This is an optimization exercise on Yosys and OpenROAD, whose aim is small area and a short achievable clock period, not a production implementation. Only simulation tests tie the RTL to the original design; equivalence was not proved. Power and IR drop assume default switching activity.

==> design/flow/flow/run.sh <==
#!/bin/bash
# The standard layout, with the port buffers made of plain buffers (instead of the delay
# cells buffer_ports picks by default) and timing repair free to resize across footprints.
set -euo pipefail
bash standard.sh \
  BUFFER_PORTS_ARGS="-buffer_cell sky130_fd_sc_hd__buf_4" \
  MATCH_CELL_FOOTPRINT=0 \
  finish > standard_flow.log 2>&1
==> design/flow/standard.sh <==
#!/bin/bash
# synth_recipe.tcl (not shown) runs the flow's synth.tcl, then flattens the netlist and writes it again
# the make line also repeats each setting of config.mk as NAME=value (left out here)
make -C /OpenROAD-flow-scripts/flow DESIGN_CONFIG=/design/flow/config.mk WORK_HOME=/design/flow/orfs CLKGATE_MAP_FILE= SYNTH_SCRIPT=/design/flow/synth_recipe.tcl "${@:-finish}"
==> design/flow/config.mk <==
export PLATFORM = sky130hd
export DESIGN_NAME = data_mem_ctrl
export DESIGN_NICKNAME = data_mem_ctrl
export VERILOG_FILES = /design/flow/design.v
export SDC_FILE = /design/flow/constraint.sdc
export NUM_CORES = 4
export LEC_CHECK = 0
export CAP_MARGIN = 20
export CORE_MARGIN = 2
export CORE_UTILIZATION = 65
export CTS_CLUSTER_DIAMETER = 80
export CTS_CLUSTER_SIZE = 24
export SETUP_SLACK_MARGIN = 1.2
export SLEW_MARGIN = 20
export SYNTH_HIERARCHICAL = 1
export SYNTH_MINIMUM_KEEP_SIZE = 0
export TNS_END_PERCENT = 10
==> design/flow/constraint.sdc <==
create_clock -name core_clock -period 3.5 [get_ports {clk}]
set_input_delay 0.7000 -clock core_clock [delete_from_list [all_inputs] [get_ports {clk}]]
set_output_delay 0.7000 -clock core_clock [all_outputs]
set_load 0.01 [all_outputs]
==> design/flow/design.v <==
module data_mem_inv (
    input  logic a,
    output logic y
);
    assign y = ~a;
endmodule
module data_mem_nor2 (
    input  logic a,
    input  logic b,
    output logic y
);
    assign y = ~(a | b);
endmodule
module data_mem_wen (
    input  logic sel,
    input  logic all,
    input  logic lane,
    output logic en_n
);
    assign en_n = ~((sel | all) & lane);
endmodule
module data_mem_nor3 (
    input  logic [2:0] a,
    output logic       y
);
    assign y = ~|a;
endmodule
module data_mem_rfin (
    input  logic z0,
    input  logic z1,
    input  logic ld_n,
    input  logic hq_na,
    input  logic hq_nb,
    output logic y
);
    assign y = ~((z0 & z1 & hq_na) | (ld_n & hq_nb));
endmodule
module data_mem_nand3 (
    input  logic [2:0] a,
    output logic       y
);
    assign y = ~&a;
endmodule
module data_mem_nand4 (
    input  logic [3:0] a,
    output logic       y
);
    assign y = ~&a;
endmodule
module data_mem_slice3 (
    input  logic [2:0] en_na,
    input  logic [2:0] en_nb,
    input  logic       w_n,
    input  logic [2:0] q,
    input  logic [2:0] sel,
    output logic [2:0] y,
    output logic       r_n
);
    assign y   = (en_na & q) | (~en_nb & {3{~w_n}});
    assign r_n = ~(|(sel & q));
endmodule
module data_mem_slice4 (
    input  logic [3:0] en_na,
    input  logic [3:0] en_nb,
    input  logic       w_n,
    input  logic [3:0] q,
    input  logic [3:0] sel,
    output logic [3:0] y,
    output logic       r3_n,
    output logic       r1_n
);
    assign y    = (en_na & q) | (~en_nb & {4{~w_n}});
    assign r3_n = ~(|(sel[2:0] & q[2:0]));
    assign r1_n = ~(sel[3] & q[3]);
endmodule
module data_mem_ctrl #(
    parameter int DATA_W = 32,
    parameter int DEPTH  = 64
) (
    input  logic                clk,
    input  logic                rst_n,
    input  logic                req,
    input  logic                we,
    input  logic [31:0]         addr,
    input  logic [DATA_W-1:0]   wdata,
    input  logic [DATA_W/8-1:0] be,
    output logic                ready,
    output logic                rvalid,
    output logic [DATA_W-1:0]   rdata,
    output logic                err
);
    localparam int BW    = DATA_W / 8;
    localparam int AW    = $clog2(DEPTH);
    localparam int NG    = 20;               
    logic [AW:0]         cnt_q;
    logic                clearing;
    logic                ready_q;
    localparam int NCLR = 2 * BW;
    logic [NCLR-1:0]     clr_q;
    always_ff @(posedge clk or negedge rst_n) begin
        if (!rst_n) begin
            cnt_q   <= '0;
            ready_q <= 1'b0;
            clr_q   <= '1;
        end else begin
            if (!cnt_q[AW]) begin
                cnt_q <= cnt_q + 1'b1;
            end
            ready_q <= ready_q | (&cnt_q[AW-1:0]);
            for (int k = 0; k < NCLR; k++) begin
                clr_q[k] <= clr_q[k] & ~(&cnt_q[AW-1:0]);
            end
        end
    end
    assign ready    = ready_q;
    assign clearing = ~cnt_q[AW];
    logic                acc;
    logic                oor;
    assign acc = req & cnt_q[AW];
    assign oor = |addr[31:AW+2];
    logic [7:0]          plo_n;
    logic [7:0]          phi_n;
    logic [DEPTH-1:0]    dec;
    logic [5:0]          a_n;
    for (genvar i = 0; i < 6; i++) begin : g_ainv
        data_mem_inv u_i (.a(addr[2+i]), .y(a_n[i]));
    end
    for (genvar v = 0; v < 8; v++) begin : g_pdec
        data_mem_nand3 u_lo (
            .a({v[2] ? addr[4] : a_n[2], v[1] ? addr[3] : a_n[1], v[0] ? addr[2] : a_n[0]}),
            .y(plo_n[v])
        );
        data_mem_nand3 u_hi (
            .a({v[2] ? addr[7] : a_n[5], v[1] ? addr[6] : a_n[4], v[0] ? addr[5] : a_n[3]}),
            .y(phi_n[v])
        );
    end
    for (genvar r = 0; r < DEPTH; r++) begin : g_dec
        data_mem_nor2 u_n (.a(plo_n[r%8]), .b(phi_n[r/8]), .y(dec[r]));
    end
    logic [BW-1:0]       lane_en;
    logic [DATA_W-1:0]   wcol_n;
    logic [BW-1:0]       en_n [DEPTH];
    assign lane_en = ({BW{acc & we & ~oor}} & be) | {BW{clearing}};
    assign wcol_n  = ~(wdata & {DATA_W{cnt_q[AW]}});
    for (genvar r = 0; r < DEPTH; r++) begin : g_en
        for (genvar l = 0; l < BW; l++) begin : g_lane
            data_mem_wen u_n (
                .sel (dec[r]),
                .all (clr_q[2*l + r/(DEPTH/2)]),
                .lane(lane_en[l]),
                .en_n(en_n[r][l])
            );
        end
    end
    logic [DATA_W-1:0]   mem_q [DEPTH];
    logic [DATA_W-1:0]   mem_d [DEPTH];
    logic                rd_acc;
    logic                ld_n;
    logic [DATA_W-1:0]   hq_n;
    logic                rvalid_q;
    logic [DATA_W-1:0]   rdata_q;
    logic [DATA_W-1:0]   rdata_d;
    logic                err_q;
    assign rd_acc = acc & ~we;
    assign ld_n   = ~(rd_acc & ~oor);
    assign hq_n   = ~(rdata_q & {DATA_W{~rd_acc}});
    for (genvar b = 0; b < DATA_W; b++) begin : g_bit
        localparam int L = b / 8;
        logic [NG+1:0] g_n;
        logic [5:0]    x;
        logic [1:0]    z;
        for (genvar g = 0; g < NG; g++) begin : g_grp
            logic [2:0] en3_n;
            logic [2:0] q3;
            logic [2:0] y3;
            assign en3_n = {en_n[3*g+2][L], en_n[3*g+1][L], en_n[3*g][L]};
            assign q3    = {mem_q[3*g+2][b], mem_q[3*g+1][b], mem_q[3*g][b]};
            data_mem_slice3 u_s (
                .en_na(en3_n),
                .en_nb(en3_n),
                .w_n  (wcol_n[b]),
                .q    (q3),
                .sel  (dec[3*g +: 3]),
                .y    (y3),
                .r_n  (g_n[g])
            );
            assign mem_d[3*g][b]   = y3[0];
            assign mem_d[3*g+1][b] = y3[1];
            assign mem_d[3*g+2][b] = y3[2];
        end
        begin : g_last
            logic [3:0] en4_n;
            logic [3:0] q4;
            logic [3:0] y4;
            assign en4_n = {en_n[3*NG+3][L], en_n[3*NG+2][L], en_n[3*NG+1][L], en_n[3*NG][L]};
            assign q4    = {mem_q[3*NG+3][b], mem_q[3*NG+2][b], mem_q[3*NG+1][b], mem_q[3*NG][b]};
            data_mem_slice4 u_s (
                .en_na(en4_n),
                .en_nb(en4_n),
                .w_n  (wcol_n[b]),
                .q    (q4),
                .sel  (dec[3*NG +: 4]),
                .y    (y4),
                .r3_n (g_n[NG]),
                .r1_n (g_n[NG+1])
            );
            assign mem_d[3*NG][b]   = y4[0];
            assign mem_d[3*NG+1][b] = y4[1];
            assign mem_d[3*NG+2][b] = y4[2];
            assign mem_d[3*NG+3][b] = y4[3];
        end
        data_mem_nand4 u_x0 (.a(g_n[3:0]),   .y(x[0]));
        data_mem_nand4 u_x1 (.a(g_n[7:4]),   .y(x[1]));
        data_mem_nand4 u_x2 (.a(g_n[11:8]),  .y(x[2]));
        data_mem_nand4 u_x3 (.a(g_n[15:12]), .y(x[3]));
        data_mem_nand3 u_x4 (.a(g_n[18:16]), .y(x[4]));
        data_mem_nand3 u_x5 (.a(g_n[21:19]), .y(x[5]));
        data_mem_nor3  u_z0 (.a(x[2:0]), .y(z[0]));
        data_mem_nor3  u_z1 (.a(x[5:3]), .y(z[1]));
        data_mem_rfin  u_f (
            .z0   (z[0]),
            .z1   (z[1]),
            .ld_n (ld_n),
            .hq_na(hq_n[b]),
            .hq_nb(hq_n[b]),
            .y    (rdata_d[b])
        );
    end
    always_ff @(posedge clk) begin
        for (int r = 0; r < DEPTH; r++) begin
            mem_q[r] <= mem_d[r];
        end
    end
    always_ff @(posedge clk or negedge rst_n) begin
        if (!rst_n) begin
            rvalid_q <= 1'b0;
            rdata_q  <= '0;
            err_q    <= 1'b0;
        end else begin
            rvalid_q <= rd_acc;
            err_q    <= acc & oor;
            rdata_q  <= rdata_d;
        end
    end
    assign rvalid = rvalid_q;
    assign rdata  = rdata_q;
    assign err    = err_q;
endmodule
==> results of run 1 <==
## stage by stage
step / TNS [ps] / total power, mW / setup WS, ps / instance area (µm²) / util [%]
finish: 0 / 37.2 / 955 / 81000 / 74.4
detailed placement: -12.8 / 24.9 / -12.8 / 76100 / 69.9
CTS: 0 / 37.2 / 1060 / 80000 / 73.5
floorplan: -23300 / 24.6 / -16.0 / 71400 / -
global placement: 0 / 24.9 / 21.3 / 76100 / 69.9
global route: 0 / 38.2 / 920 / 81000 / 74.4
## cell type report
cell class,instances,area (µm²)
Multi-Input combinational cell,3521,30900
Antenna cell,1,2.50
Clock inverter,2,20.0
Inverter,7,26.3
Timing Repair Buffer,334,3370
Fill cell,7435,27800
Clock buffer,127,2680
Sequential cell,2098,42300
Tap cell,1414,1770
## flip-flops by register name (all words and copies together) (netlist names)
register  cells
clr_q         8
cnt_q         7
err_q         1
mem_q      2048
rdata_q      32
ready_q       1
rvalid_q      1
## per-layer routing
layer | global-route usage (%) | up-vias | wire [µm]
met1 | 56.2 | 27400 | 93300
met3 | 7.37 | 421 | 26300
li1 | - | 26300 | -
met5 | 0 | - | 26
met2 | 57.6 | 3083 | 98800
met4 | 15.6 | 4 | 9120
## kinds of logic after synthesis
family	count (synthesis)	synth area share (%)
AO/OA/AOI/OAI	3013	36.8
flip-flops	2098	59.2
AND/OR/NAND/NOR	467	3.76
buffers and inverters	15	0.117
XOR/XNOR	5	0.0614
multiplexers	1	0.0158
adder cells (fa/ha/maj)	1	0.0175
## power by group through the flow
stage                     clock network [mW]  logic, mW  registers, mW
final                                   12.8      0.609           23.9
after global routing                    13.7      0.627           23.9
after CTS                               12.8      0.572           23.9
after detailed placement                   0      0.464           24.4
after global placement                     0      0.461           24.4
after floorplan                            0      0.176           24.4
## worst reg2reg max path: stages, from the launching register on
cell and delay, ps:
dfrtp_2 480, buf_4 500, nand2_2 700, buf_4 510
o2bb2ai_1 250
## cell usage after synthesis (all sizes together) (3+ instances only)
master / count / share of area [%]
a222oi: 672 / 9.4
nand2b: 3 / 0.026
dfrtp: 42 / 1.5
o2bb2ai: 2048 / 25
nand3: 88 / 0.62
and2: 10 / 0.088
xnor2: 5 / 0.061
o21ai: 256 / 1.8
dfstp: 8 / 0.29
nor4: 6 / 0.10
nand4: 130 / 1.1
nor3: 64 / 0.90
buf: 7 / 0.075
a32oi: 32 / 0.39
dfxtp: 2048 / 57
inv: 7 / 0.037
o31ai: 4 / 0.042
nor2: 64 / 0.34
nand2: 98 / 0.52
## final timing paths
path / depth (start not counted) / slack (ps) / end
min: 1 / 90 / rdata_q[20]
max in group asynchronous: 1 / 2760 / cnt_q[6]
min reg2reg: 1 / 460 / mem_q[19][13]
min in group core_clock: 3 / 280 / err_q
max reg2reg: 4 / 990 / mem_q[15][23]
max: 8 / 950 / mem_q[45][9]
## Yosys stat by module, one instance, submodules excluded, excerpt
module	flip-flops and latches	area (µm²)
data_mem_nand3	0	5.00
data_mem_inv	0	3.75
data_mem_slice4	0	48.8
data_mem_ctrl	2098	42900
data_mem_rfin	0	8.76
data_mem_nor3	0	10.0
## what timing repair did
action	CTS	global route
gates cloned	35	3
resized for setup	88	83
pin swaps	64	5
endpoints found under the setup margin	1857	1970
buffers inserted	39	8
==> key figures, run 1 <==
Clocking
  • Clk buf depth: 3
  • Num CTS Buffers: 97
  • CTS sink cnt: 2098
  • TritonCTS clock tree: done
  • Root Driver: clkbuf_16
  • Hold Buf Count CTS: 0
  • Clk Latency, worst-skew pair: 730 ps
  • Htree depth: 3
  • Clock-pin slew on the worst setup and hold paths: 100 ps

Detailed routing
  • Residual DRC: 0
  • Final ANT Viol Nets: 0
  • Vias per inst: 7.63
  • Routed len/inst: 30.3 µm
  • First-pass iteration count of the detailed router: 14
  • Vias: 57300
  • Routed WL: 228000 µm
  • Iteration-0 DRC count of the detailed router: 9103

Global routing
  • Largest net degree at the start of global routing: 65
  • Total GRT Usage: 38.9%
  • Initial antenna violation count: 3
  • Total gr overflow: 0
  • Vias in the first global route: 52900
  • First-pass GRT wire length: 337000 µm

Placed design
  • HPWL after DPL: 132000 µm
  • IO buf count: 104
  • # placed instances: 7264
  • RePlAce Congestion: 0.849

Floorplan
  • Die area: 112000 µm²
  • Die X: 335 µm
  • Core Region: 109000 µm²
  • Die Y: 335 µm
  • Row cnt: 121
  • I/O pins: 107
  • Starting Density: 65.6%

Power and ir drop
  • NetSw: 7.83 mW
  • Combinational power share: 1.6%
  • Clk pwr share: 34.3%
  • Static leakage: 25.0 nW
  • Internal power: 29.4 mW
  • Pwr Density: 459 nW/µm²
  • Part of the power in registers: 64.1%
  • Max IR drop VDD: 0.410 mV
  • Sw Share: 21.0%

Final layout
  • Commonest non-fill, non-tap cells in the layout: 2048 x o2bb2ai_1, 2048 x dfxtp_1, 672 x a222oi_1, 260 x buf_4, 194 x o21ai_2
  • Layout cells sized above 1: 14.0%
  • Nets: 6132
  • Synth-to-layout area growth: 13.6%
  • Post-Layout Cell Count: 7504

Worst setup path
  • Max FO, Critical Path: 16
  • Critical path origin: addr[3]
  • CP top delay family: simple AND/OR/NAND/NOR gates
  • Crit path required time: 4070 ps
  • Most used cell, CP: buf_4
  • Critical Path Sink Type: flip-flop
  • Worst Path Buf+Inv: 4
  • RR Startpoint: cnt_q[6]
  • Crit path DAT: 3120 ps
  • WS Path Type: in2reg
  • Max stage delay on crit path: 680 ps
  • Crit-path cells: buf_4, inv_1, nand3_1, buf_12, nor2_4, buf_4, o21ai_1, o2bb2ai_1
  • Crit start category: input port
  • Worst path slowest cell: nor2_4

Yosys
  • Async SR Flop Fraction: 2.38%
  • Post-Synthesis Cells: 5600
  • Yosys warns: 12
  • Post-synth net total: 5673
  • Syn avg cell area: 12.7 µm²
  • Synth cell types: 30
  • Main synth FF type: dfxtp_1
  • Synthesized area: 71400 µm²
  • Synth Register Bits: 2098
  • Post-synth EDFFs: 0
  • Sequential-to-total area share from yosys stat: 59.2%

Timing
  • RSZ-0062 raised after global routing: yes
  • Achievable Freq: 393 MHz
  • Post-route clock skew: 29.9 ps
  • Setup violations, final: 0
  • Final period util: 72.7%
  • Max-slew violation count: 0
  • Fin. Hold Viols: 0
  • Slew at the pin with the worst max-slew slack: 1190 ps
  • Final Critical Period: 2550 ps
  • Hold WS: 89.8 ps
  • Relative slew slack: 20.5%

Job
  • Max-cap violations: 0

Min path
  • Worst min-delay path class: in2async

Run status
  • Status: complete, no violations
==> inputs of run 2 (changes only) <==
--- a/design/flow/design.v
+++ b/design/flow/design.v
@@ -18,6 +18,13 @@
     output logic en_n
 );
     assign en_n = ~((sel | all) & lane);
+endmodule
+module data_mem_wgate (
+    input  logic d,
+    input  logic clr,
+    output logic w_n
+);
+    assign w_n = ~(d & ~clr);
 endmodule
 module data_mem_nor3 (
     input  logic [2:0] a,
@@ -120,7 +127,7 @@
     assign oor = |addr[31:AW+2];
     logic [7:0]          plo_n;
     logic [7:0]          phi_n;
-    logic [DEPTH-1:0]    dec;
+    logic [DEPTH-1:0]    dec [2];
     logic [5:0]          a_n;
     for (genvar i = 0; i < 6; i++) begin : g_ainv
         data_mem_inv u_i (.a(addr[2+i]), .y(a_n[i]));
@@ -136,17 +143,22 @@
         );
     end
     for (genvar r = 0; r < DEPTH; r++) begin : g_dec
-        data_mem_nor2 u_n (.a(plo_n[r%8]), .b(phi_n[r/8]), .y(dec[r]));
+        data_mem_nor2 u_n0 (.a(plo_n[r%8]), .b(phi_n[r/8]), .y(dec[0][r]));
+        data_mem_nor2 u_n1 (.a(plo_n[r%8]), .b(phi_n[r/8]), .y(dec[1][r]));
     end
     logic [BW-1:0]       lane_en;
-    logic [DATA_W-1:0]   wcol_n;
     logic [BW-1:0]       en_n [DEPTH];
     assign lane_en = ({BW{acc & we & ~oor}} & be) | {BW{clearing}};
-    assign wcol_n  = ~(wdata & {DATA_W{cnt_q[AW]}});
+    logic [DATA_W-1:0]   wcol_n [2];
+    for (genvar b = 0; b < DATA_W; b++) begin : g_wcol
+        for (genvar h = 0; h < 2; h++) begin : g_half
+            data_mem_wgate u_g (.d(wdata[b]), .clr(clr_q[2*(b/8) + h]), .w_n(wcol_n[h][b]));
+        end
+    end
     for (genvar r = 0; r < DEPTH; r++) begin : g_en
         for (genvar l = 0; l < BW; l++) begin : g_lane
             data_mem_wen u_n (
-                .sel (dec[r]),
+                .sel (dec[l/2][r]),
                 .all (clr_q[2*l + r/(DEPTH/2)]),
                 .lane(lane_en[l]),
                 .en_n(en_n[r][l])
@@ -179,9 +191,9 @@
             data_mem_slice3 u_s (
                 .en_na(en3_n),
                 .en_nb(en3_n),
-                .w_n  (wcol_n[b]),
+                .w_n  (wcol_n[g >= NG/2][b]),
                 .q    (q3),
-                .sel  (dec[3*g +: 3]),
+                .sel  (dec[b/16][3*g +: 3]),
                 .y    (y3),
                 .r_n  (g_n[g])
             );
@@ -198,9 +210,9 @@
             data_mem_slice4 u_s (
                 .en_na(en4_n),
                 .en_nb(en4_n),
-                .w_n  (wcol_n[b]),
+                .w_n  (wcol_n[1][b]),
                 .q    (q4),
-                .sel  (dec[3*NG +: 4]),
+                .sel  (dec[b/16][3*NG +: 4]),
                 .y    (y4),
                 .r3_n (g_n[NG]),
                 .r1_n (g_n[NG+1])
==> run 2 against run 1 <==
Still clean. Power increased by 31%. Count of clock-buffer cells in the layout down 5. Final area is 1.4% lower. Register-to-register slack better by 180 ps. Combinational power grew to 8.8 times the previous value. Maximum frequency grew 0.90%. Clock power hardly changed. Wire length shrank 11%. Cell count up 2.0%. Worst setup slack improved by 23 ps. Via count is 2.6% lower. Non-clock buffer count increased by 28.
==> key figures, run 2 <==
Floorplan
  • Die Y: 336 µm (was 335 µm)
  • Die X: 336 µm (was 335 µm)
  • Core Region: 109000 µm² (about the same)
  • I/O pins: 107 (unchanged)
  • Starting Density: 65.7% (was 65.6%)
  • Row cnt: 121 (unchanged)
  • Die area: 113000 µm² (was 112000 µm²)

Detailed routing
  • Final ANT Viol Nets: 0 (unchanged)
  • Residual DRC: 0 (unchanged)
  • Iteration-0 DRC count of the detailed router: 7557 (was 9103)
  • Routed WL: 202000 µm (was 228000 µm)
  • Routed len/inst: 26.5 µm (was 30.3 µm)
  • Vias per inst: 7.29 (was 7.63)
  • Vias: 55800 (was 57300)
  • First-pass iteration count of the detailed router: 10 (was 14)

Final layout
  • Most flop-heavy register: mem_q (unchanged)
  • Area of the multi-input gates: 30200 µm² (was 30900 µm²)
  • Layout cells sized above 1: 11.6% (was 14.0%)
  • Nets: 6222 (was 6132)
  • # diodes: 0 (was 1)
  • Synth-to-layout area growth: 11.2% (was 13.6%)
  • Top flop regs: mem_q: 2048 flops, rdata_q: 32 flops, clr_q: 8 flops (unchanged)
  • Commonest non-fill, non-tap cells in the layout: 2048 x o2bb2ai_1, 2048 x dfxtp_1, 672 x a222oi_1, 348 x buf_4, 161 x o21ai_2 (was 2048 x o2bb2ai_1, 2048 x dfxtp_1, 672 x a222oi_1, 260 x buf_4, 194 x o21ai_2)
  • Post-route cell area: 79900 µm² (was 81000 µm²)
  • Filler instances: 7752 (was 7435)
  • Largest register FFs: 2048 (unchanged)
  • Register area: 42300 µm² (about the same)

Clocking
  • Clk Latency, worst-skew pair: 730 ps (about the same)
  • TritonCTS clock tree: done (unchanged)
  • CTS sink cnt: 2098 (unchanged)
  • Htree depth: 3 (unchanged)
  • Clk buf depth: 3 (unchanged)
  • Root Driver: clkbuf_16 (unchanged)
  • Num CTS Buffers: 97 (unchanged)
  • Clock-pin slew on the worst setup and hold paths: 90 ps (was 100 ps)

Placed design
  • RePlAce Congestion: 0.841 (was 0.849)
  • IO buf count: 104 (unchanged)
  • Pre-CTS setup slack: 265 ps (was -12.8 ps)
  • DP Area: 76400 µm² (was 76100 µm²)
  • HPWL after DPL: 127000 µm (was 132000 µm)

Yosys
  • Main synth FF type: dfxtp_1 (unchanged)
  • Async SR Flop Fraction: 2.38% (unchanged)
  • Synth area leader: dfxtp_1 (unchanged)
  • Post-Synthesis Cells: 5693 (was 5600)
  • Synth Register Bits: 2098 (unchanged)
  • Post-synth EDFFs: 0 (unchanged)
  • Synth cell types: 29 (was 30)
  • Synthesized area: 71900 µm² (was 71400 µm²)
  • Top cell type's share of synthesized area: 57.1% (was 57.5%)
  • Post-synth net total: 5766 (was 5673)
  • Largest cells by area after synthesis: dfxtp_1 57%, o2bb2ai_1 25%, a222oi_1 9.4%, o21ai_1 1.8%, dfrtp_1 1.5% (unchanged)
  • Syn avg cell area: 12.6 µm² (was 12.7 µm²)
  • Sequential-to-total area share from yosys stat: 58.8% (was 59.2%)
  • Commonest cells in the netlist: 2048 x dfxtp_1, 2048 x o2bb2ai_1, 672 x a222oi_1 (unchanged)
  • Yosys warns: 14 (was 12)

Timing
  • Fin. Hold Viols: 0 (unchanged)
  • Final Critical Period: 2520 ps (was 2550 ps)
  • RSZ-0062 raised after global routing: yes (unchanged)
  • Max-slew violation count: 0 (unchanged)
  • Final period util: 72.1% (was 72.7%)
  • Slew at the pin with the worst max-slew slack: 1110 ps (was 1190 ps)
  • Setup violations, final: 0 (unchanged)
  • Setup WS post-layout: 977 ps (was 955 ps)
  • Achievable Freq: 396 MHz (was 393 MHz)
  • Final setup TNS: 0 ps (unchanged)
  • Hold WS: 21.8 ps (was 89.8 ps)
  • Post-route clock skew: 28.0 ps (was 29.9 ps)
  • Relative slew slack: 25.8% (was 20.5%)

Job
  • Max-cap violations: 0 (unchanged)

Global routing
  • Initial antenna violation count: 2 (was 3)
  • Total GRT Usage: 34.6% (was 38.9%)
  • Vias in the first global route: 51800 (was 52900)
  • Total gr overflow: 0 (unchanged)
  • First-pass GRT wire length: 311000 µm (was 337000 µm)
  • Largest net degree at the start of global routing: 65 (unchanged)

Power and ir drop
  • Pwr Density: 612 nW/µm² (was 459 nW/µm²)
  • Static leakage: 27.5 nW (was 25.0 nW)
  • Tot Pwr: 48.9 mW (was 37.2 mW)
  • Max IR drop VDD: 0.464 mV (was 0.410 mV)

Min path
  • Worst min-delay path class: in2async (unchanged)

Worst setup path
  • R2R Setup Slk: 1170 ps (was 990 ps)
  • Reg-to-reg critical path endpoint: mem_q[21][4] (was mem_q[15][23])
  • RR Startpoint: clr_q[0] (was cnt_q[6])
  • Reg2reg path depth: 2 (was 4)
  • Crit path required time: 4070 ps (about the same)
  • WS Path Type: in2reg (unchanged)
  • Critical Path Sink Type: flip-flop (unchanged)
  • Crit start category: input port (unchanged)
  • Crit path DAT: 3090 ps (was 3120 ps)
  • Max FO, Critical Path: 16 (unchanged)

Run status
  • Status: complete, no violations (unchanged)
[run 2: changes by cell type in the layout (fill, tap and decap cells not counted), moves of 22 or more]
cell / before / now
buf_12: 59 / 12
buf_4: 260 / 348
nand2_2: 22 / 0
nand2b_1: 3 / 67
nor2_1: 0 / 119
nor2_4: 93 / 0
o21ai_1: 62 / 95
o21ai_2: 194 / 161
[run 2: per-module statistics from Yosys, one instance, submodules excluded, excerpt]
module / flops+latches / area (µm²) / times used
data_mem_nand4: 0 / 6.26 / 128
data_mem_nor2: 0 / 3.75 / 128
data_mem_nand3: 0 / 5.00 / 80
data_mem_inv: 0 / 3.75 / 6
data_mem_wen: 0 / 5.00 / 256
data_mem_nor3: 0 / 10.0 / 64
data_mem_ctrl: 2098 / 42800 / 1
[run 2: metrics by stage]
stage                     utilization [%]  std cells
after floorplan                         -       5693
after CTS                            72.4       7624
after global placement               69.9       7497
after detailed placement             69.9       7499
final                                73.1       7651
after global routing                 73.1       7651
[run 2: area by class of cell]
class,instances,share of cell area (%)
clock inverter,3,0.0423
tap,1476,2.31
inverter,7,0.0329
sequential,2098,52.9
timing repair buffer,362,3.62
clock buffer,122,3.26
multi-input combinational,3583,37.8
[run 2: worst max-delay path by stage]
| stage | startpoint | to | slack [ps] | cells after the start |
|---|---|---|---|---|
| after global placement | addr[4] | mem_q[59][15] | 260 | 7 |
| after detailed placement | addr[3] | mem_q[29][5] | 270 | 8 |
| after global routing | addr[5] | mem_q[37][20] | 970 | 7 |
| after CTS | addr[20] | mem_q[4][29] | 1070 | 7 |
| final | addr[5] | rdata_q[7] | 980 | 10 |
| after floorplan | addr[20] | mem_q[62][0] | -20 | 5 |
[run 2: cells by family (layout without fill, tap and decap cells)]
group	count (synthesis)	in the layout	synth area share, %
XOR/XNOR	5	5	0.0609
AO/OA/AOI/OAI	3013	3013	36.5
buffers and inverters	12	494	0.101
multiplexers	1	1	0.0157
adder cells (fa/ha/maj)	1	1	0.0174
AND/OR/NAND/NOR	563	563	4.45
flip-flops	2098	2098	58.8
[run 2: routing by layer]
layer  share of wire, %  GRT usage, %  vias to the layer above
met1                 45          51.7                    26700
li1                   -             -                    26500
met5             0.0064             0                        -
met2                 44          52.1                     2288
met3                8.8          6.36                      297
met4                2.3          8.15                        2
[run 2: what timing repair did]
action,CTS,global route
setup endpoints to repair,2058,2066
hold buffers,0,0
cloned,0,1
buffers inserted,0,2
pin swaps,3,3
gates resized for setup,22,56
[run 2: critical path, stage by stage]
cell and delay, ps:
buf_4 110, inv_1 70, nand3_1 90, buf_4 220
nor2_1 240, buf_4 250, a222oi_1 450, nand4_1 390
nor3_2 410, a32oi_1 150
[run 2: where the power goes]
part,switching (mW),internal (mW),leakage [nW],total [mW]
registers,2.51,28.5,17.7,31.0
logic,2.13,3.22,8.55,5.34
clock network,7.28,5.26,1.29,12.5
total,11.9,37.0,27.5,48.9
==> inputs of run 3 (changes only) <==
--- a/design/flow/config.mk
+++ b/design/flow/config.mk
@@ -10,8 +10,8 @@
 export CORE_UTILIZATION = 65
 export CTS_CLUSTER_DIAMETER = 80
 export CTS_CLUSTER_SIZE = 24
-export SETUP_SLACK_MARGIN = 1.2
+export SETUP_SLACK_MARGIN = 1.3
 export SLEW_MARGIN = 20
 export SYNTH_HIERARCHICAL = 1
 export SYNTH_MINIMUM_KEEP_SIZE = 0
-export TNS_END_PERCENT = 10
+export TNS_END_PERCENT = 30
==> run 3 against run 2 <==
Via count grew 0.62%. Clock power is essentially flat. Synthesized cell count is the same. Count of clock-buffer cells in the layout is the same. Power grew 0.27%. Clock skew grew 2.1 ps. Critical path depth grew 1. Die area is the same. Largest cell class unchanged. Core utilization grew 1.2 points. Non-clock buffer count grew 32. Global-route usage grew 0.13 points. Combinational power grew 1%.
==> key figures, run 3 <==
Timing
  • Relative slew slack: 41.2% (was 25.8%)
  • Final setup TNS: 0 ps (unchanged)
  • Post-route clock skew: 30.1 ps (was 28.0 ps)
  • Max-slew violation count: 0 (unchanged)
  • Fin. Hold Viols: 0 (unchanged)
  • Achievable Freq: 409 MHz (was 396 MHz)
  • Setup violations, final: 0 (unchanged)
  • Final period util: 69.9% (was 72.1%)
  • RSZ-0062 raised after global routing: yes (unchanged)
  • Setup WS post-layout: 1050 ps (was 977 ps)
  • Slew at the pin with the worst max-slew slack: 881 ps (was 1110 ps)
  • Final Critical Period: 2450 ps (was 2520 ps)

Worst setup path
  • Crit path required time: 4090 ps (was 4070 ps)
  • WS Path Type: in2reg (unchanged)
  • Reg2reg path depth: 3 (was 2)
  • Most used cell, CP: buf_4 (unchanged)
  • Reg-to-reg critical path endpoint: mem_q[50][8] (was mem_q[21][4])
  • Worst path slowest cell: a222oi_1 (unchanged)
  • Crit-path cells: buf_4, inv_1, nand3_1, buf_6, buf_4, nor2_1, buf_4, a222oi_1, nand3_1, nor3_2, a32oi_1 (was buf_4, inv_1, nand3_1, buf_4, nor2_1, buf_4, a222oi_1, nand4_1, nor3_2, a32oi_1)
  • Crit start category: input port (unchanged)
  • CP top delay family: simple AND/OR/NAND/NOR gates (unchanged)
  • R2R Setup Slk: 1330 ps (was 1170 ps)
  • Max stage delay on crit path: 450 ps (about the same)
  • Max FO, Critical Path: 18 (was 16)
  • RR Startpoint: clr_q[3] (was clr_q[0])
  • Critical Path Sink Type: flip-flop (unchanged)
  • Crit path DAT: 3040 ps (was 3090 ps)
  • Worst Path Buf+Inv: 5 (was 4)
  • WP depth: 11 (was 10)

Clocking
  • TritonCTS clock tree: done (unchanged)
  • Htree depth: 3 (unchanged)
  • Root Driver: clkbuf_16 (unchanged)
  • Clk buf depth: 3 (unchanged)
  • CTS sink cnt: 2098 (unchanged)
  • Clk Latency, worst-skew pair: 740 ps (was 730 ps)
  • Hold Buf Count CTS: 0 (unchanged)
  • Clock-pin slew on the worst setup and hold paths: 90 ps (about the same)
  • Num CTS Buffers: 97 (unchanged)

Job
  • Max-cap violations: 0 (unchanged)

Floorplan
  • I/O pins: 107 (unchanged)
  • Core Region: 109000 µm² (unchanged)
  • Die area: 113000 µm² (unchanged)
  • Row cnt: 121 (unchanged)
  • Die X: 336 µm (unchanged)
  • Starting Density: 65.7% (unchanged)
  • Die Y: 336 µm (unchanged)

Yosys
  • Post-synth net total: 5766 (unchanged)
  • Synth area leader: dfxtp_1 (unchanged)
  • Main synth FF type: dfxtp_1 (unchanged)
  • Synth cell types: 29 (unchanged)
  • Largest cells by area after synthesis: dfxtp_1 57%, o2bb2ai_1 25%, a222oi_1 9.4%, o21ai_1 1.8%, dfrtp_1 1.5% (unchanged)
  • Sequential-to-total area share from yosys stat: 58.8% (unchanged)
  • Synthesized area: 71900 µm² (unchanged)
  • Post-Synthesis Cells: 5693 (unchanged)
  • Synth Register Bits: 2098 (unchanged)
  • Top cell type's share of synthesized area: 57.1% (unchanged)
  • Post-synth EDFFs: 0 (unchanged)
  • Syn avg cell area: 12.6 µm² (unchanged)
  • Commonest cells in the netlist: 2048 x dfxtp_1, 2048 x o2bb2ai_1, 672 x a222oi_1 (unchanged)
  • Async SR Flop Fraction: 2.38% (unchanged)
  • Yosys warns: 14 (unchanged)

Global routing
  • Total GRT Usage: 34.8% (was 34.6%)
  • Largest net degree at the start of global routing: 65 (unchanged)
  • Total gr overflow: 0 (unchanged)
  • Initial antenna violation count: 2 (unchanged)
  • First-pass GRT wire length: 312000 µm (was 311000 µm)
  • Vias in the first global route: 51900 (was 51800)

Placed design
  • RePlAce Congestion: 0.841 (unchanged)
  • DP Area: 76400 µm² (unchanged)
  • Pre-CTS setup slack: 265 ps (unchanged)
  • IO buf count: 104 (unchanged)
  • # placed instances: 7499 (unchanged)
  • HPWL after DPL: 127000 µm (unchanged)

Detailed routing
  • Routed WL: 207000 µm (was 202000 µm)
  • Final ANT Viol Nets: 0 (unchanged)
  • Vias: 56100 (was 55800)
  • Vias per inst: 7.31 (was 7.29)
  • Iteration-0 DRC count of the detailed router: 7724 (was 7557)
  • First-pass iteration count of the detailed router: 10 (unchanged)
  • Routed len/inst: 26.9 µm (was 26.5 µm)
  • Residual DRC: 0 (unchanged)

Min path
  • Worst min-delay path class: in2async (unchanged)

Final layout
  • Post-route cell area: 81200 µm² (was 79900 µm²)
  • Layout cells sized above 1: 13.9% (was 11.6%)
  • Largest register FFs: 2048 (unchanged)
  • Top flop regs: mem_q: 2048 flops, rdata_q: 32 flops, clr_q: 8 flops (unchanged)
  • Filler instances: 7546 (was 7752)
  • # diodes: 0 (unchanged)
  • Post-Layout Cell Count: 7683 (was 7651)
  • Commonest non-fill, non-tap cells in the layout: 2048 x o2bb2ai_1, 2048 x dfxtp_1, 672 x a222oi_1, 354 x buf_4, 198 x o21ai_2 (was 2048 x o2bb2ai_1, 2048 x dfxtp_1, 672 x a222oi_1, 348 x buf_4, 161 x o21ai_2)
  • Register area: 42300 µm² (about the same)
  • Area of the multi-input gates: 31000 µm² (was 30200 µm²)
  • Nets: 6254 (was 6222)
  • Most flop-heavy register: mem_q (unchanged)
  • Synth-to-layout area growth: 13.1% (was 11.2%)

Power and ir drop
  • Max IR drop VDD: 0.461 mV (was 0.464 mV)
  • Pwr Density: 604 nW/µm² (was 612 nW/µm²)
  • Clk pwr share: 25.7% (was 25.6%)
  • Tot Pwr: 49.0 mW (was 48.9 mW)
  • Static leakage: 28.0 nW (was 27.5 nW)
  • Sw Share: 24.5% (was 24.4%)
  • Combinational power share: 11.1% (was 10.9%)
  • Internal power: 37.0 mW (about the same)
  • NetSw: 12.0 mW (was 11.9 mW)
  • Part of the power in registers: 63.3% (was 63.4%)

Run status
  • Status: complete, no violations (unchanged)
[run 3: cell count changes in the layout (fill, tap and decap cells not counted), sizes merged]
cell    before  now
buf        361  388
clkbuf     123  128
[run 3: area by class of cell]
| class | count | share of cell area (%) |
|---|---|---|
| inverters | 7 | 0.0323 |
| multi-input cells | 3583 | 38.2 |
| well taps | 1476 | 2.27 |
| flip-flops and latches | 2098 | 52.1 |
| clock buffers | 122 | 3.21 |
| repair buffers | 394 | 4.18 |
| clock inverters | 3 | 0.0416 |
[run 3: power by group through the flow]
| stage | sequential, mW | combinational (mW) | clock, mW |
|---|---|---|---|
| 2_1_floorplan | 30.7 | 4.13 | 0 |
| 6_report | 31.0 | 5.42 | 12.6 |
| 5_1_grt | 31.5 | 5.85 | 13.5 |
| 3_5_place_dp | 31.3 | 5.28 | 0 |
| 3_3_place_gp | 31.2 | 4.98 | 0 |
| 4_1_cts | 30.9 | 5.29 | 12.7 |
[run 3: logic make-up after synthesis]
family,after synthesis,share of synthesized area [%]
AND/OR/NAND/NOR,563,4.45
XOR/XNOR,5,0.0609
buffers and inverters,12,0.101
multiplexers,1,0.0157
adder cells (fa/ha/maj),1,0.0174
AO/OA/AOI/OAI,3013,36.5
flip-flops,2098,58.8
[run 3: Yosys stat by module, one instance, submodules excluded]
module | flip-flops and latches | area, µm² | cells | copies in the design
data_mem_ctrl | 2098 | 42800 | 2183 | 1
data_mem_slice4 | 0 | 48.8 | 6 | 32
data_mem_slice3 | 0 | 36.3 | 4 | 640
data_mem_nor3 | 0 | 10.0 | 1 | 64
data_mem_rfin | 0 | 8.76 | 1 | 32
data_mem_nand4 | 0 | 6.26 | 1 | 128
data_mem_wgate | 0 | 6.26 | 1 | 64
data_mem_nand3 | 0 | 5.00 | 1 | 80
data_mem_wen | 0 | 5.00 | 1 | 256
data_mem_inv | 0 | 3.75 | 1 | 6
data_mem_nor2 | 0 | 3.75 | 1 | 128
[run 3: stage by stage]
step / hold WS [ps] / util, %
detailed placement: 445 / 69.9
finish: 17.8 / 74.3
floorplan: 404 / -
global route: 50.8 / 74.3
CTS: 22.3 / 72.8
global placement: 441 / 69.9
[run 3: metal layers]
| metal | up-vias | track usage [%] | share of wire [%] | wire length (µm) |
|---|---|---|---|---|
| met4 | 2 | 8.03 | 2.3 | 4680 |
| met3 | 293 | 6.36 | 9.4 | 19500 |
| met2 | 2297 | 52.4 | 44 | 91200 |
| met5 | - | 0 | 0.0063 | 13 |
| met1 | 26900 | 51.9 | 44 | 91100 |
| li1 | 26600 | - | - | - |
[run 3: timing repair]
item / in CTS / in global routing
pin swaps: 27 / 42
setup buffers: 7 / 29
setup endpoints to repair: 2082 / 2047
resized for setup: 124 / 200
gates cloned: 0 / 7
[run 3: how the worst max path moves through the flow]
stage,slack [ps],from,endpoint
2_1_floorplan,-20,addr[20],mem_q[62][0]
3_3_place_gp,260,addr[4],mem_q[59][15]
3_5_place_dp,270,addr[3],mem_q[29][5]
4_1_cts,1110,addr[13],mem_q[13][26]
5_1_grt,1060,addr[4],rdata_q[30]
6_report,1050,addr[4],rdata_q[26]
==> inputs of run 4 (changes only) <==
==> design/flow/flow/run.sh (replaced) <==
#!/bin/bash
# The standard layout, with the port buffers made of plain buffers (instead of the delay
# cells buffer_ports picks by default) and timing repair free to resize across footprints.
set -euo pipefail
bash standard.sh \
  BUFFER_PORTS_ARGS="-buffer_cell sky130_fd_sc_hd__buf_2" \
  MATCH_CELL_FOOTPRINT=0 \
  finish > standard_flow.log 2>&1
--- a/design/flow/config.mk
+++ b/design/flow/config.mk
@@ -8,10 +8,10 @@
 export CAP_MARGIN = 20
 export CORE_MARGIN = 2
 export CORE_UTILIZATION = 65
-export CTS_CLUSTER_DIAMETER = 80
-export CTS_CLUSTER_SIZE = 24
-export SETUP_SLACK_MARGIN = 1.3
+export CTS_CLUSTER_DIAMETER = 90
+export CTS_CLUSTER_SIZE = 30
+export SETUP_SLACK_MARGIN = 1.2
 export SLEW_MARGIN = 20
 export SYNTH_HIERARCHICAL = 1
 export SYNTH_MINIMUM_KEEP_SIZE = 0
-export TNS_END_PERCENT = 30
+export TNS_END_PERCENT = 10
==> run 4 against run 3 <==
Worst hold slack improved by 300 ps. Highest routed layer is now met4. Sequential power is essentially flat. Synthesized cell count unchanged. Maximum frequency fell by 1.1%. Clock skew shrank 14 ps. Sequential share of layout area rose by 0.77 points. Count of clock-buffer cells in the layout decreased by 26. First-iteration DRC count up 10%. Core utilization shrank 1.1 points. Still clean on timing, DRC and antenna.
==> key figures, run 4 <==
Yosys
  • Syn avg cell area: 12.6 µm² (unchanged)
  • Synthesized area: 71900 µm² (unchanged)
  • Post-Synthesis Cells: 5693 (unchanged)
  • Commonest cells in the netlist: 2048 x dfxtp_1, 2048 x o2bb2ai_1, 672 x a222oi_1 (unchanged)
  • Largest cells by area after synthesis: dfxtp_1 57%, o2bb2ai_1 25%, a222oi_1 9.4%, o21ai_1 1.8%, dfrtp_1 1.5% (unchanged)
  • Synth area leader: dfxtp_1 (unchanged)
  • Main synth FF type: dfxtp_1 (unchanged)
  • Synth cell types: 29 (unchanged)
  • Synth Register Bits: 2098 (unchanged)
  • Sequential-to-total area share from yosys stat: 58.8% (unchanged)
  • Async SR Flop Fraction: 2.38% (unchanged)
  • Post-synth net total: 5766 (unchanged)
  • Post-synth EDFFs: 0 (unchanged)
  • Yosys warns: 14 (unchanged)
  • Top cell type's share of synthesized area: 57.1% (unchanged)

Floorplan
  • Starting Density: 65.7% (unchanged)
  • I/O pins: 107 (unchanged)
  • Die X: 336 µm (unchanged)
  • Core Region: 109000 µm² (unchanged)
  • Die area: 113000 µm² (unchanged)
  • Row cnt: 121 (unchanged)
  • Die Y: 336 µm (unchanged)

Final layout
  • Top flop regs: mem_q: 2048 flops, rdata_q: 32 flops, clr_q: 8 flops (unchanged)
  • Final core occ: 73.2% (was 74.3%)
  • Layout cells sized above 1: 12.1% (was 13.9%)
  • # diodes: 0 (unchanged)
  • Register area: 42300 µm² (about the same)
  • Synth-to-layout area growth: 11.4% (was 13.1%)
  • Largest register FFs: 2048 (unchanged)
  • Commonest non-fill, non-tap cells in the layout: 2048 x o2bb2ai_1, 2048 x dfxtp_1, 672 x a222oi_1, 246 x buf_4 (was 2048 x o2bb2ai_1, 2048 x dfxtp_1, 672 x a222oi_1, 354 x buf_4, 198 x o21ai_2)
  • Post-route cell area: 80000 µm² (was 81200 µm²)
  • Filler instances: 7769 (was 7546)
  • Area of the multi-input gates: 30400 µm² (was 31000 µm²)
  • Nets: 6252 (was 6254)
  • Most flop-heavy register: mem_q (unchanged)

Detailed routing
  • Met2 routed WL: 89600 µm (was 91200 µm)
  • Routed len/inst: 26.7 µm (was 26.9 µm)
  • First-pass iteration count of the detailed router: 13 (was 10)
  • Residual DRC: 0 (unchanged)
  • Final ANT Viol Nets: 0 (unchanged)
  • Iteration-0 DRC count of the detailed router: 8498 (was 7724)
  • DRT met1 WL: 91400 µm (was 91100 µm)
  • Uppermost routed layer: met4 (was met5)
  • Routed WL: 205000 µm (was 207000 µm)
  • WL met3: 19800 µm (was 19500 µm)
  • Vias per inst: 7.33 (was 7.31)
  • Vias: 56200 (was 56100)

Clocking
  • Root Driver: clkbuf_16 (unchanged)
  • CTS sink cnt: 2098 (unchanged)
  • Clock-pin slew on the worst setup and hold paths: 120 ps (was 90 ps)
  • Num CTS Buffers: 79 (was 97)
  • Htree depth: 3 (unchanged)
  • Clk Latency, worst-skew pair: 700 ps (was 740 ps)
  • Clk buf depth: 3 (unchanged)
  • TritonCTS clock tree: done (unchanged)

Worst setup path
  • Reg-to-reg critical path endpoint: mem_q[23][23] (was mem_q[50][8])
  • Crit start category: input port (unchanged)
  • Critical Path Sink Type: flip-flop (unchanged)
  • Crit path DAT: 3040 ps (about the same)
  • Max FO, Critical Path: 9 (was 18)
  • Crit path required time: 4070 ps (was 4090 ps)
  • WS Path Type: in2reg (unchanged)
  • Reg2reg path depth: 2 (was 3)
  • R2R Setup Slk: 1160 ps (was 1330 ps)
  • RR Startpoint: clr_q[4] (was clr_q[3])

Global routing
  • Total GRT Usage: 34.5% (was 34.8%)
  • First-pass GRT wire length: 310000 µm (was 312000 µm)
  • Total gr overflow: 0 (unchanged)
  • Initial antenna violation count: 2 (unchanged)
  • Largest net degree at the start of global routing: 65 (unchanged)
  • Vias in the first global route: 51500 (was 51900)

Placed design
  • RePlAce Congestion: 0.871 (was 0.841)
  • HPWL after DPL: 127000 µm (about the same)
  • DP Area: 76200 µm² (was 76400 µm²)
  • Pre-CTS setup slack: 17.5 ps (was 265 ps)
  • IO buf count: 104 (unchanged)

Job
  • Max-cap violations: 0 (unchanged)

Power and ir drop
  • Tot Pwr: 47.8 mW (was 49.0 mW)
  • Pwr Density: 597 nW/µm² (was 604 nW/µm²)
  • Static leakage: 27.6 nW (was 28.0 nW)
  • Max IR drop VDD: 0.491 mV (was 0.461 mV)

Timing
  • Hold WS: 323 ps (was 17.8 ps)
  • RSZ-0062 raised after global routing: yes (unchanged)
  • Setup violations, final: 0 (unchanged)
  • Max-slew violation count: 0 (unchanged)
  • Final period util: 70.7% (was 69.9%)
  • Post-route clock skew: 16.1 ps (was 30.1 ps)
  • Slew at the pin with the worst max-slew slack: 1120 ps (was 881 ps)
  • Achievable Freq: 404 MHz (was 409 MHz)
  • Fin. Hold Viols: 0 (unchanged)
  • Setup WS post-layout: 1030 ps (was 1050 ps)
  • Relative slew slack: 24.8% (was 41.2%)
  • Final Critical Period: 2470 ps (was 2450 ps)

Run status
  • Status: complete, no violations (unchanged)

Min path
  • Min-delay src: req
  • Worst min-delay path class: in2reg (was in2async)
  • Hold Path End: err_q
  • Hold path cells: 3
## run 4: cell counts after synthesis
No cell type changed its count.
## run 4: per-module statistics from Yosys (local to each module, per instance), excerpt
module | flops+latches | area (µm²)
data_mem_ctrl | 2098 | 42800
data_mem_slice3 | 0 | 36.3
data_mem_nor3 | 0 | 10.0
data_mem_rfin | 0 | 8.76
data_mem_wgate | 0 | 6.26
data_mem_wen | 0 | 5.00
data_mem_inv | 0 | 3.75
data_mem_nor2 | 0 | 3.75
## run 4: final cells by class
cell class	count	area share, %
flip-flops and latches	2098	52.8
multi-input cells	3583	38.0
repair buffers	410	4.19
clock buffers	96	2.62
well taps	1476	2.31
inverters	7	0.0516
## run 4: logic make-up after synthesis
kind of cell | synth area share [%]
xor+xnor | 0.0609
flops | 58.8
simple gates | 4.45
fa+ha+maj | 0.0174
mux | 0.0157
compound gates | 36.5
buf+inv | 0.101
## run 4: layer usage
layer	up-vias	global-route usage, %
li1	26600	-
met1	27000	52.2
met2	2413	51.9
met3	245	5.81
met4	0	7.06
met5	-	0
## run 4: how the worst max path moves through the flow
| stage | startpoint | to | slack, ps | depth (start not counted) |
|---|---|---|---|---|
| after global routing | addr[13] | mem_q[5][22] | 960 | 8 |
| after CTS | addr[5] | mem_q[39][27] | 1000 | 8 |
| after floorplan | addr[20] | mem_q[62][0] | -20 | 5 |
| after global placement | addr[5] | mem_q[19][29] | 100 | 7 |
| final | addr[4] | rdata_q[18] | 1030 | 11 |
| after detailed placement | addr[5] | mem_q[16][1] | 20 | 6 |
## run 4: power by group
part           internal, mW  switching, mW
combinational          3.25           2.18
sequential             28.5           2.50
clock                  4.28           7.04
## run 4: stage by stage
stage / cells / TNS [ps]
finish: 7670 / 0
global route: 7670 / 0
CTS: 7604 / 0
detailed placement: 7501 / 0
global placement: 7500 / 0
floorplan: 5693 / -18260
## run 4: what timing repair did
action,4_1_cts,5_1_grt
gates resized for setup,22,169
endpoints found under the setup margin,493,1496
hold buffers,1,0
hold endpoints to repair,14,0
pin swaps,12,73
cloned,0,10
setup buffers,6,31
## run 4: critical path: stages
cell	delay [ps]
buf_6	120
inv_4	60
nand3_4	120
buf_12	130
clkbuf_16	170
nor2_2	70
buf_6	150
a222oi_1	550
nand4_1	450
nor3_4	360
a32oi_1	140
==> inputs of run 5 (changes only) <==
--- a/design/flow/config.mk
+++ b/design/flow/config.mk
@@ -7,7 +7,7 @@
 export LEC_CHECK = 0
 export CAP_MARGIN = 20
 export CORE_MARGIN = 2
-export CORE_UTILIZATION = 65
+export CORE_UTILIZATION = 70
 export CTS_CLUSTER_DIAMETER = 90
 export CTS_CLUSTER_SIZE = 30
 export SETUP_SLACK_MARGIN = 1.2
==> run 5 against run 4 <==
Still clean on timing, DRC and antenna. Sequential cell count unchanged. Clock power about the same. Sequential power about the same. Die area decreased by 7.1%. Core utilization increased by 4.7 points. Maximum frequency decreased by 4.3%. Largest cell class unchanged.
==> key figures, run 5 <==
Worst setup path
  • Crit-path cells: buf_2, inv_1, nand3_1, buf_12, buf_6, nor2_1, buf_4, a222oi_1, nand4_1, nor3_2, a32oi_1 (was buf_6, inv_4, nand3_4, buf_12, clkbuf_16, nor2_2, buf_6, a222oi_1, nand4_1, nor3_4, a32oi_1)
  • WS Path Type: in2reg (unchanged)
  • RR Startpoint: clr_q[2] (was clr_q[4])
  • Worst path slowest cell: a222oi_1 (unchanged)
  • R2R Setup Slk: 1150 ps (was 1160 ps)
  • Critical Path Sink Type: flip-flop (unchanged)
  • Reg2reg path depth: 3 (was 2)
  • Reg-to-reg critical path endpoint: mem_q[24][8] (was mem_q[23][23])
  • Crit start category: input port (unchanged)
  • Crit path DAT: 3160 ps (was 3040 ps)
  • Crit path required time: 4080 ps (was 4070 ps)
  • Max FO, Critical Path: 18 (was 9)
  • Max stage delay on crit path: 480 ps (was 550 ps)

Final layout
  • Nets: 6219 (was 6252)
  • Largest register FFs: 2048 (unchanged)
  • Top flop regs: mem_q: 2048 flops, rdata_q: 32 flops, clr_q: 8 flops (unchanged)
  • Register area: 42300 µm² (about the same)
  • Commonest non-fill, non-tap cells in the layout: 2048 x o2bb2ai_1, 2048 x dfxtp_1, 672 x a222oi_1, 248 x buf_4, 154 x o21ai_2 (was 2048 x o2bb2ai_1, 2048 x dfxtp_1, 672 x a222oi_1, 246 x buf_4)
  • Synth-to-layout area growth: 10.3% (was 11.4%)
  • # diodes: 0 (unchanged)
  • Area of the multi-input gates: 30300 µm² (was 30400 µm²)
  • Post-Layout Cell Count: 7536 (was 7670)
  • Filler instances: 6541 (was 7769)
  • Layout cells sized above 1: 11.8% (was 12.1%)
  • Most flop-heavy register: mem_q (unchanged)

Min path
  • Worst min-delay path class: in2async (was in2reg)

Detailed routing
  • First-pass iteration count of the detailed router: 11 (was 13)
  • Routed len/inst: 26.9 µm (was 26.7 µm)
  • Residual DRC: 0 (unchanged)
  • Routed WL: 203000 µm (was 205000 µm)
  • DRT met1 WL: 87900 µm (was 91400 µm)
  • Iteration-0 DRC count of the detailed router: 8070 (was 8498)
  • Final ANT Viol Nets: 0 (unchanged)
  • Uppermost routed layer: met4 (unchanged)
  • Vias per inst: 7.54 (was 7.33)
  • Vias: 56800 (was 56200)
  • Met2 routed WL: 89000 µm (was 89600 µm)
  • WL met3: 20400 µm (was 19800 µm)

Timing
  • Setup WS post-layout: 915 ps (was 1030 ps)
  • Achievable Freq: 387 MHz (was 404 MHz)
  • Relative slew slack: 24.8% (about the same)
  • Fin. Hold Viols: 0 (unchanged)
  • Hold WS: 44.4 ps (was 323 ps)
  • Final Critical Period: 2580 ps (was 2470 ps)
  • Post-route clock skew: 25.5 ps (was 16.1 ps)
  • Slew at the pin with the worst max-slew slack: 1120 ps (about the same)
  • Setup violations, final: 0 (unchanged)
  • RSZ-0062 raised after global routing: yes (unchanged)
  • Final period util: 73.9% (was 70.7%)
  • Max-slew violation count: 0 (unchanged)
  • Final setup TNS: 0 ps (unchanged)

Placed design
  • HPWL after DPL: 128000 µm (was 127000 µm)
  • RePlAce Congestion: 0.870 (was 0.871)
  • IO buf count: 104 (unchanged)
  • Pre-CTS setup slack: 240 ps (was 17.5 ps)
  • # placed instances: 7397 (was 7501)

Yosys
  • Post-synth EDFFs: 0 (unchanged)
  • Post-Synthesis Cells: 5693 (unchanged)
  • Sequential-to-total area share from yosys stat: 58.8% (unchanged)
  • Top cell type's share of synthesized area: 57.1% (unchanged)
  • Synth Area in Compound Gates: 36.5% (unchanged)
  • Post-synthesis mux area share: 0.0157% (unchanged)
  • Area share of fa/ha/maj cells after synthesis: 0.0174% (unchanged)
  • Synthesized area: 71900 µm² (unchanged)
  • Main synth FF type: dfxtp_1 (unchanged)
  • Main combinational cell family by area after synthesis: compound AO/OA/AOI/OAI gates (unchanged)
  • Async SR Flop Fraction: 2.38% (unchanged)
  • Largest cells by area after synthesis: dfxtp_1 57%, o2bb2ai_1 25%, a222oi_1 9.4%, o21ai_1 1.8%, dfrtp_1 1.5% (unchanged)
  • Yosys warns: 14 (unchanged)
  • Post-Synth Simple-Gate Area: 4.45% (unchanged)
  • Synth Register Bits: 2098 (unchanged)
  • Synth cell types: 29 (unchanged)
  • Commonest cells in the netlist: 2048 x dfxtp_1, 2048 x o2bb2ai_1, 672 x a222oi_1 (unchanged)
  • Synth area leader: dfxtp_1 (unchanged)
  • Post-synth net total: 5766 (unchanged)
  • XOR/XNOR Fraction of Synth Area: 0.0609% (unchanged)
  • Syn avg cell area: 12.6 µm² (unchanged)

Power and ir drop
  • Static leakage: 27.3 nW (was 27.6 nW)
  • Tot Pwr: 47.9 mW (was 47.8 mW)
  • Pwr Density: 604 nW/µm² (was 597 nW/µm²)
  • Max IR drop VDD: 0.500 mV (was 0.491 mV)

Global routing
  • Initial antenna violation count: 0 (was 2)
  • Total gr overflow: 0 (unchanged)
  • Vias in the first global route: 53100 (was 51500)
  • Total GRT Usage: 36.9% (was 34.5%)
  • Largest net degree at the start of global routing: 65 (unchanged)
  • First-pass GRT wire length: 313000 µm (was 310000 µm)

Floorplan
  • Row cnt: 117 (was 121)
  • Die Y: 324 µm (was 336 µm)
  • Die X: 324 µm (was 336 µm)
  • Die area: 105000 µm² (was 113000 µm²)
  • I/O pins: 107 (unchanged)
  • Starting Density: 70.6% (was 65.7%)
  • Core Region: 102000 µm² (was 109000 µm²)

Job
  • Max-cap violations: 0 (unchanged)

Clocking
  • Num CTS Buffers: 79 (unchanged)
  • Clk Latency, worst-skew pair: 710 ps (was 700 ps)
  • Htree depth: 3 (unchanged)
  • Clock-pin slew on the worst setup and hold paths: 110 ps (was 120 ps)
  • Hold Buf Count CTS: 0 (was 1)
  • Root Driver: clkbuf_16 (unchanged)
  • TritonCTS clock tree: done (unchanged)
  • Clk buf depth: 3 (unchanged)
  • CTS sink cnt: 2098 (unchanged)

Run status
  • Status: complete, no violations (unchanged)
-- run 5: cell counts after synthesis --
No cell type changed its count.
-- run 5: cell families (layout without fill, tap and decap cells) --
| group | count (synthesis) | count (layout) |
|---|---|---|
| flops | 2098 | 2098 |
| buf+inv | 12 | 487 |
| fa+ha+maj | 1 | 1 |
| xor+xnor | 5 | 5 |
| simple gates | 563 | 563 |
| compound gates | 3013 | 3013 |
| mux | 1 | 1 |
-- run 5: routing by layer --
metal / GRT usage (%) / vias up
met4: 10.2 / 0
li1: - / 26500
met5: 0 / -
met1: 55.1 / 27200
met3: 5.94 / 351
met2: 55.4 / 2798
-- run 5: per-stage QoR --
| stage | area (µm²) | util, % |
|---|---|---|
| 6_report | 79200 | 77.9 |
| 5_1_grt | 79200 | 77.9 |
| 4_1_cts | 78400 | 77.1 |
| 3_5_place_dp | 76000 | 74.7 |
| 3_3_place_gp | 76000 | 74.7 |
| 2_1_floorplan | 71900 | - |
-- run 5: cell type report --
| cell class | instances | share of cell area [%] |
|---|---|---|
| clock inverter | 3 | 0.0332 |
| multi-input combinational | 3583 | 38.2 |
| clock buffer | 100 | 2.71 |
| tap | 1368 | 2.16 |
| sequential | 2098 | 53.3 |
| inverter | 7 | 0.0332 |
| timing repair buffer | 377 | 3.54 |
-- run 5: repair_timing --
| item | CTS | global route |
|---|---|---|
| buffers inserted | 8 | 2 |
| endpoints found under the setup margin | 2080 | 1625 |
| gates resized for setup | 43 | 79 |
| pin swaps | 28 | 5 |
| gates cloned | 0 | 2 |
-- run 5: critical path, delay by kind of cell --
| kind | cells | cell delay [ps] |
|---|---|---|
| buf+inv | 5 | 850 |
| compound gates | 2 | 630 |
| simple gates | 4 | 950 |
-- run 5: worst max path at each step --
stage | startpoint | endpoint | slack [ps] | cells past startpoint
after floorplan | addr[20] | mem_q[62][0] | -20 | 5
after global placement | addr[7] | mem_q[17][14] | 260 | 8
after detailed placement | addr[5] | rdata_q[17] | 240 | 9
after CTS | addr[5] | rdata_q[17] | 1100 | 10
after global routing | addr[7] | mem_q[17][28] | 930 | 8
final | addr[2] | rdata_q[11] | 920 | 11
-- run 5: per-module statistics from Yosys, one instance, submodules excluded, a selection --
module / flip-flops and latches / times used / cell area [µm²] / cells
data_mem_ctrl: 2098 / 1 / 42800 / 2183
data_mem_rfin: 0 / 32 / 8.76 / 1
data_mem_inv: 0 / 6 / 3.75 / 1
data_mem_nor2: 0 / 128 / 3.75 / 1
data_mem_slice4: 0 / 32 / 48.8 / 6
data_mem_nand3: 0 / 80 / 5.00 / 1
data_mem_nor3: 0 / 64 / 10.0 / 1
data_mem_wen: 0 / 256 / 5.00 / 1
-- run 5: power breakdown --
part	total [mW]	leakage [nW]	switching, mW	internal [mW]
combinational	5.36	8.58	2.16	3.20
clock	11.5	1.06	7.07	4.39
sequential	31.1	17.7	2.55	28.5
total	47.9	27.3	11.8	36.1
==> inputs of run 6 (changes only) <==
--- a/design/flow/config.mk
+++ b/design/flow/config.mk
@@ -7,7 +7,7 @@
 export LEC_CHECK = 0
 export CAP_MARGIN = 20
 export CORE_MARGIN = 2
-export CORE_UTILIZATION = 70
+export CORE_UTILIZATION = 60
 export CTS_CLUSTER_DIAMETER = 90
 export CTS_CLUSTER_SIZE = 30
 export SETUP_SLACK_MARGIN = 1.2
==> run 6 against run 5 <==
Sequential share of layout area decreased by 0.33 points. Combinational power hardly changed. Highest routed layer is now met5. Critical path depth is 1 lower. Wire length increased by 2.2%. Maximum frequency grew 3.3%. Clock skew is 5.5 ps higher. Largest cell class unchanged.
==> key figures, run 6 <==
Run status
  • Status: complete, no violations (unchanged)

Worst setup path
  • Critical Path Sink Type: flip-flop (unchanged)
  • Crit path required time: 4060 ps (was 4080 ps)
  • Max FO, Critical Path: 13 (was 18)
  • Reg2reg path depth: 6 (was 3)
  • Max stage delay on crit path: 430 ps (was 480 ps)
  • Crit path DAT: 3060 ps (was 3160 ps)
  • Crit start category: input port (unchanged)
  • Worst path slowest cell: a222oi_1 (unchanged)
  • RR Startpoint: cnt_q[6] (was clr_q[2])
  • R2R Setup Slk: 1250 ps (was 1150 ps)
  • Reg-to-reg critical path endpoint: rdata_q[31] (was mem_q[24][8])
  • Worst setup path end: rdata_q[31] (was rdata_q[11])

Timing
  • Fin. Hold Viols: 0 (unchanged)
  • Slew at the pin with the worst max-slew slack: 1130 ps (was 1120 ps)
  • Achievable Freq: 400 MHz (was 387 MHz)
  • Setup WS post-layout: 999 ps (was 915 ps)
  • Final period util: 71.5% (was 73.9%)
  • Final setup TNS: 0 ps (unchanged)
  • Final Critical Period: 2500 ps (was 2580 ps)

Power and ir drop
  • Internal power: 36.1 mW (about the same)
  • Pwr Density: 601 nW/µm² (was 604 nW/µm²)
  • Clk pwr share: 24.2% (was 23.9%)
  • Part of the power in registers: 64.7% (was 64.9%)
  • Static leakage: 27.4 nW (was 27.3 nW)
  • Combinational power share: 11.2% (about the same)
  • NetSw: 11.8 mW (about the same)
  • Tot Pwr: 47.9 mW (about the same)

Yosys
  • Sequential-to-total area share from yosys stat: 58.8% (unchanged)
  • Synth cell types: 29 (unchanged)
  • Main synth FF type: dfxtp_1 (unchanged)
  • Async SR Flop Fraction: 2.38% (unchanged)
  • Post-synth EDFFs: 0 (unchanged)
  • Syn avg cell area: 12.6 µm² (unchanged)
  • Commonest cells in the netlist: 2048 x dfxtp_1, 2048 x o2bb2ai_1, 672 x a222oi_1 (unchanged)
  • Post-Synthesis Cells: 5693 (unchanged)
  • Synthesized area: 71900 µm² (unchanged)
  • Synth area leader: dfxtp_1 (unchanged)
  • Yosys warns: 14 (unchanged)

Detailed routing
  • Iteration-0 DRC count of the detailed router: 7647 (was 8070)
  • First-pass iteration count of the detailed router: 8 (was 11)
  • Vias: 55700 (was 56800)
  • Routed WL: 207000 µm (was 203000 µm)
  • Routed len/inst: 26.7 µm (was 26.9 µm)
  • Residual DRC: 0 (unchanged)
  • Final ANT Viol Nets: 0 (unchanged)

Final layout
  • Commonest non-fill, non-tap cells in the layout: 2048 x o2bb2ai_1, 2048 x dfxtp_1, 672 x a222oi_1, 234 x buf_4, 194 x o21ai_2 (was 2048 x o2bb2ai_1, 2048 x dfxtp_1, 672 x a222oi_1, 248 x buf_4, 154 x o21ai_2)
  • Layout cells sized above 1: 12.4% (was 11.8%)
  • Final core occ: 67.4% (was 77.9%)
  • Most flop-heavy register: mem_q (unchanged)
  • Nets: 6212 (was 6219)
  • Filler instances: 9022 (was 6541)

Floorplan
  • Starting Density: 60.7% (was 70.6%)
  • Die Y: 350 µm (was 324 µm)
  • Die X: 350 µm (was 324 µm)
  • Row cnt: 126 (was 117)

Placed design
  • Pre-CTS setup slack: 177 ps (was 240 ps)
  • DP Area: 76400 µm² (was 76000 µm²)
  • RePlAce Congestion: 0.836 (was 0.870)
  • HPWL after DPL: 131000 µm (was 128000 µm)

Clocking
  • Htree depth: 3 (unchanged)
  • CTS sink cnt: 2098 (unchanged)
  • TritonCTS clock tree: done (unchanged)
  • Clk buf depth: 3 (unchanged)
  • Num CTS Buffers: 79 (unchanged)

Global routing
  • Total gr overflow: 0 (unchanged)
  • Vias in the first global route: 51800 (was 53100)
  • Initial antenna violation count: 1 (was 0)
  • First-pass GRT wire length: 315000 µm (was 313000 µm)
  • Total GRT Usage: 32.5% (was 36.9%)

Min path
  • Worst min-delay path class: in2reg (was in2async)
## run 6: logic make-up (layout without fill, tap and decap cells)
group           count (synthesis)  in the layout  synth area share [%]
compound gates               3013           3013                  36.5
xor+xnor                        5              5                0.0609
fa+ha+maj                       1              1                0.0174
buf+inv                        12            480                 0.101
flops                        2098           2098                  58.8
mux                             1              1                0.0157
simple gates                  563            563                  4.45
## run 6: cell type report
type                    count  area [µm²]  area share [%]
well taps                1600        2000            2.51
inverters                   7        26.3          0.0329
flip-flops and latches   2098       42300            53.0
clock inverters             3        26.3          0.0329
repair buffers            370        2840            3.57
multi-input cells        3583       30400            38.2
clock buffers             100        2150            2.70
## run 6: power groups by stage
stage / logic [mW] / registers, mW / clock network (mW)
floorplan: 4.13 / 30.7 / 0
global placement: 4.98 / 31.2 / 0
detailed placement: 5.28 / 31.3 / 0
CTS: 5.29 / 30.9 / 11.8
global route: 5.79 / 31.5 / 12.6
finish: 5.34 / 31.0 / 11.6
## run 6: critical path, delay by kind of cell
kind	cells	cell delay, ps
and+or+nand+nor	4	1010
buffers and inverters	4	710
AOI/OAI and AO/OA	2	620
## run 6: worst min path at each step
stage | slack (ps) | from | depth (start not counted) | to
5_1_grt | 230 | req | 3 | err_q
4_1_cts | 230 | req | 3 | err_q
2_1_floorplan | 400 | rst_n | 0 | cnt_q[0]
6_report | 260 | req | 3 | err_q
3_5_place_dp | 440 | mem_q[33][27] | 1 | mem_q[33][27]
3_3_place_gp | 440 | mem_q[30][28] | 1 | mem_q[30][28]
## run 6: Yosys stat by module, one instance, submodules excluded, a selection
module | cells inside | area (µm²)
data_mem_inv | 1 | 3.75
data_mem_nand3 | 1 | 5.00
data_mem_wen | 1 | 5.00
data_mem_rfin | 1 | 8.76
data_mem_nor3 | 1 | 10.0
data_mem_wgate | 1 | 6.26
data_mem_slice3 | 4 | 36.3
data_mem_nor2 | 1 | 3.75
## run 6: per-layer routing
layer  share of wire, %  global-route usage, %
met1                 46                   48.9
met2                 44                   49.2
met3                8.2                   5.73
met4                2.0                   6.30
met5             0.0072                      0
## run 6: what timing repair did
item / in CTS / in global routing
buffers inserted: 6 / 3
gates cloned: 0 / 2
endpoints found under the setup margin: 2034 / 2064
hold endpoints to repair: 16 / 0
resized for setup: 54 / 78
pin swaps: 35 / 3
hold buffers: 1 / 0

-- what the ideal ports hide --
The results above use ideal ports. As a check the final layouts listed here were re-extracted and re-timed, cells and wires unchanged.
Step 1: set_driving_cell puts a clkbuf_16 on clk and a buf_2 on each other input, an assumption about the parent block.
Step 2 times the ports against the registers' clock, not the clock port: input delays grow and output delays shrink by t, the midpoint of the rising clock arrivals with the driver on.
Slacks: ideal / step 1 / step 2; pairs: ideal / step 1.
| run | shift t [ns] | setup WS [ns] | worst hold slack (ns) | worst setup path at the end | clock arrival spread, ns | cell pins on the clock port's net |
|---|---|---|---|---|---|---|
| run 1 | 0.798 | 0.955 / 0.949 / 0.151 | 0.090 / 0.076 / 0.465 | input to register | 0.032 / 0.032 | 1 |
| run 2 | 0.792 | 0.977 / 0.951 / 0.158 | 0.022 / -0.019 / 0.464 | input to register | 0.033 / 0.033 | 1 |
| run 3 | 0.800 | 1.055 / 1.066 / 0.266 | 0.018 / -0.023 / 0.464 | input to register | 0.036 / 0.036 | 1 |
| run 4 | 0.770 | 1.027 / 1.046 / 0.277 | 0.323 / 0.266 / 0.469 | input to register | 0.022 / 0.023 | 1 |
| run 5 | 0.784 | 0.915 / 0.934 / 0.149 | 0.044 / -0.017 / 0.469 | input to register | 0.033 / 0.033 | 1 |
| run 6 | 0.791 | 0.999 / 1.001 / 0.210 | 0.255 / 0.193 / 0.470 | input to register | 0.032 / 0.032 | 1 |
After both steps every run listed still meets setup and hold. The setup slack of run 2, which loses most, moves by -0.026 ns with the drivers and by -0.819 ns with both steps.
